From an optimization exercise on the open Yosys and OpenROAD flow, aimed at small area; shortcuts taken in it are not production practice. Only simulation tests tie the RTL to the original design; equivalence was not proved. Power and IR drop assume default switching activity.

## mips_exec_datapath
module mips_exec_datapath
(
  input  logic        clk,
  input  logic        reset,
  input  logic [4:0]  addr_a,
  input  logic [4:0]  addr_b,
  input  logic [4:0]  write_addr,
  input  logic        write,
  input  logic [31:0] data_in,
  input  logic [5:0]  opcode,
  input  logic [5:0]  rtype_fncode,
  input  logic [4:0]  shamt,
  input  logic        alu_b_sel,
  input  logic [31:0] imm,
  output logic [31:0] a,
  output logic [31:0] b,
  output logic [5:0]  fncode,
  output logic [31:0] alu_out,
  output logic [31:0] register_v0
);
For scale: roughly 4300 cells after synthesis, roughly 990 flip-flops, ~230 I/O pins, roughly 46000 µm² of cells after synthesis.
export LEC_CHECK = 0
export CAP_MARGIN = 20
export CORE_MARGIN = 2
export CORE_UTILIZATION = 60
export CTS_BUF_LIST = sky130_fd_sc_hd__clkbuf_16
export CTS_CLUSTER_DIAMETER = 60
export CTS_CLUSTER_SIZE = 30
export PLACE_DENSITY = 0.75
export SLEW_MARGIN = 20
export SYNTH_HIERARCHICAL = 1
create_clock -name core_clock -period 14.0 [get_ports {clk}]
standard.sh (not shown) runs the stock make flow with config.mk's settings and CLKGATE_MAP_FILE= SYNTH_SCRIPT=/design/flow/synth_recipe.tcl, a recipe that flattens the netlist after the stock synthesis.
==> flow/flow/run.sh <==
#!/bin/bash
# Own layout flow: the standard flow (standard synthesis unchanged), except that the
# port buffers that global placement inserts on every input and output use the smallest
# buffer cell instead of the default; repair may still resize them where timing needs it.
set -euo pipefail
bash standard.sh "BUFFER_PORTS_ARGS=-buffer_cell sky130_fd_sc_hd__buf_1" finish > standard_flow.log 2>&1
==> next run, changes <==
==> flow/run.sh (new file) <==
#!/bin/bash
# synth_recipe.tcl (not shown) runs the flow's synth.tcl, then flattens the netlist and writes it again
# the make line also repeats each setting of config.mk as NAME=value (left out here)
make -C /OpenROAD-flow-scripts/flow DESIGN_CONFIG=/design/flow/config.mk WORK_HOME=/design/flow/orfs CLKGATE_MAP_FILE= SYNTH_SCRIPT=/design/flow/synth_recipe.tcl finish
removed: flow/flow/run.sh
removed: flow/standard.sh
Effect: Non-clock buffer count rises by 7. Fmax falls by 5.2%. Clock power rises by about 5%. Area after synthesis stays the same. Core utilization rises by 2.2 points. Sequential share of layout area falls by 1.4 points.

Setup of run 1:
mips_exec_datapath, a different RTL version from the one above (not shown whole).
Size in the first run: roughly 4300 cells after synthesis, ~990 flip-flops, ~230 I/O pins, roughly 45000 µm² of cells after synthesis.
clock: 14.0 ns
lec_check: 0
cap_margin: 20
core_margin: 2
core_utilization: 65
cts_buf_list: sky130_fd_sc_hd__clkbuf_16
cts_cluster_diameter: 100
cts_cluster_size: 30
place_density: 0.8
slew_margin: 20
synth_hierarchical: 1
==> flow/flow/run.sh <==
#!/bin/bash
# Own layout flow: the standard flow (standard synthesis unchanged), except that the
# port buffers that global placement inserts on every input and output use the smallest
# buffer cell instead of the default; repair may still resize them where timing needs it.
set -euo pipefail
bash standard.sh "BUFFER_PORTS_ARGS=-buffer_cell sky130_fd_sc_hd__buf_1" finish > standard_flow.log 2>&1
Input changes introduced in run 2 (baseline for comparison: run 1):
Settings: a change of PLACE_DENSITY from 0.8 to 0.75; a change of CTS_CLUSTER_SIZE from 30 to 26; a change of CORE_UTILIZATION from 65 to 60.
[summary]
Summary of run 2 over run 1: DRC marker count from the first detailed-route iteration decreased by 1599 relative to the old numbers; via density per instance now sits lower; flip-flop and latch share of the layout cell area went down. Diff run 2 and run 1: clock-buffer cell count higher in run 2. Run 2: power is about 1% higher than what run 1 reported. Compared to run 1, the router laid down more metal wire for run 2. Run 2 vs run 1: part of the power in registers down. Looking only at utilization of the core after routing, and setting everything else aside, the higher value of run 2 and run 1 goes to run 1.
[inputs] run 3 vs run 2
Settings: CTS_CLUSTER_SIZE: 26 -> 30.
Results
Where minimum clock period is concerned, run 2 is better than run 3. Post-layout utilization of the core delta (run 3 -> run 2): insignificant. The switching power share of the total number comes out lower for run 2 vs run 3. Global routing met2 resource utilization for run 3: 0.19 points down relative to run 2. Run 3 vs run 2: relative contribution of the clock network to total power down. Setup slack, run 2 and run 3, lower one = run 3. Between run 2 and run 3, the difference in sequential share of layout area is negligible. Number of vias after detailed routing, run 2 and run 3: smaller value in run 2. As far as ratio of routed vias to standard cells is concerned, run 3 and run 2 perform about the same. Run 3 vs run 2, power went down by 0.000054 W. The area of all placed cells without fillers of run 2 and that of run 3 are within noise of each other.
Here is what was changed in the inputs of run 4 compared with run 3.
Settings: CORE_UTILIZATION now 70, was 60; PLACE_DENSITY now 0.85, was 0.75.
==> flow/flow/run.sh <==
#!/bin/bash
# Own layout flow: the standard flow (standard synthesis unchanged), except that
#  - the port buffers that global placement inserts on every input and output use the
#    smallest buffer cell instead of the default (repair may still resize them), and
#  - after global routing, gates on paths with positive slack are downsized
#    (ORFS's power recovery step, which is off by default).
set -euo pipefail
bash standard.sh "BUFFER_PORTS_ARGS=-buffer_cell sky130_fd_sc_hd__buf_1" RECOVER_POWER=100 finish \
  > standard_flow.log 2>&1
Findings:
Run 4: all stages done; final checks FAILED (max-capacitance violations, max-slew violations). On routed wire length, run 3 loses to run 4. Re overall via count from detail_route: run 4 and run 3 aren't equal, and the higher value belongs to run 4. Count of clock-buffer cells in the layout went down by a few percent going from run 3 to run 4.

==> separate check: timing with driven ports <==
The results above use ideal ports. As a check the final layouts listed here were re-extracted and re-timed, cells and wires unchanged. Step 1 assumes that a clkbuf_16 drives the clock port and a buf_2 every other input. Step 2 moves the port delays by t, midway between the first and last clock arrival at a register: inputs arrive t later, outputs are due t later. That takes back most of the time a late clock gives input paths. a / b / c = ideal / step 1 / step 2; a / b = the first two.
run	shift t [ns]	setup slack, ns	worst setup path after step 2
the first run of note 1	0.774	1.486 / 1.402 / 1.402	input to output
the second run of note 1	0.758	0.793 / 0.693 / 0.693	input to output
run 1	0.703	1.261 / 1.157 / 1.157	input to output
run 2	0.692	1.303 / 1.194 / 1.194	input to output
run 3	0.696	1.259 / 1.157 / 1.157	input to output
run 4	0.709	0.475 / 0.401 / 0.401	input to output
For run 2, which loses most, drivers alone change the setup slack by -0.109 ns; drivers and shift together by -0.109 ns.
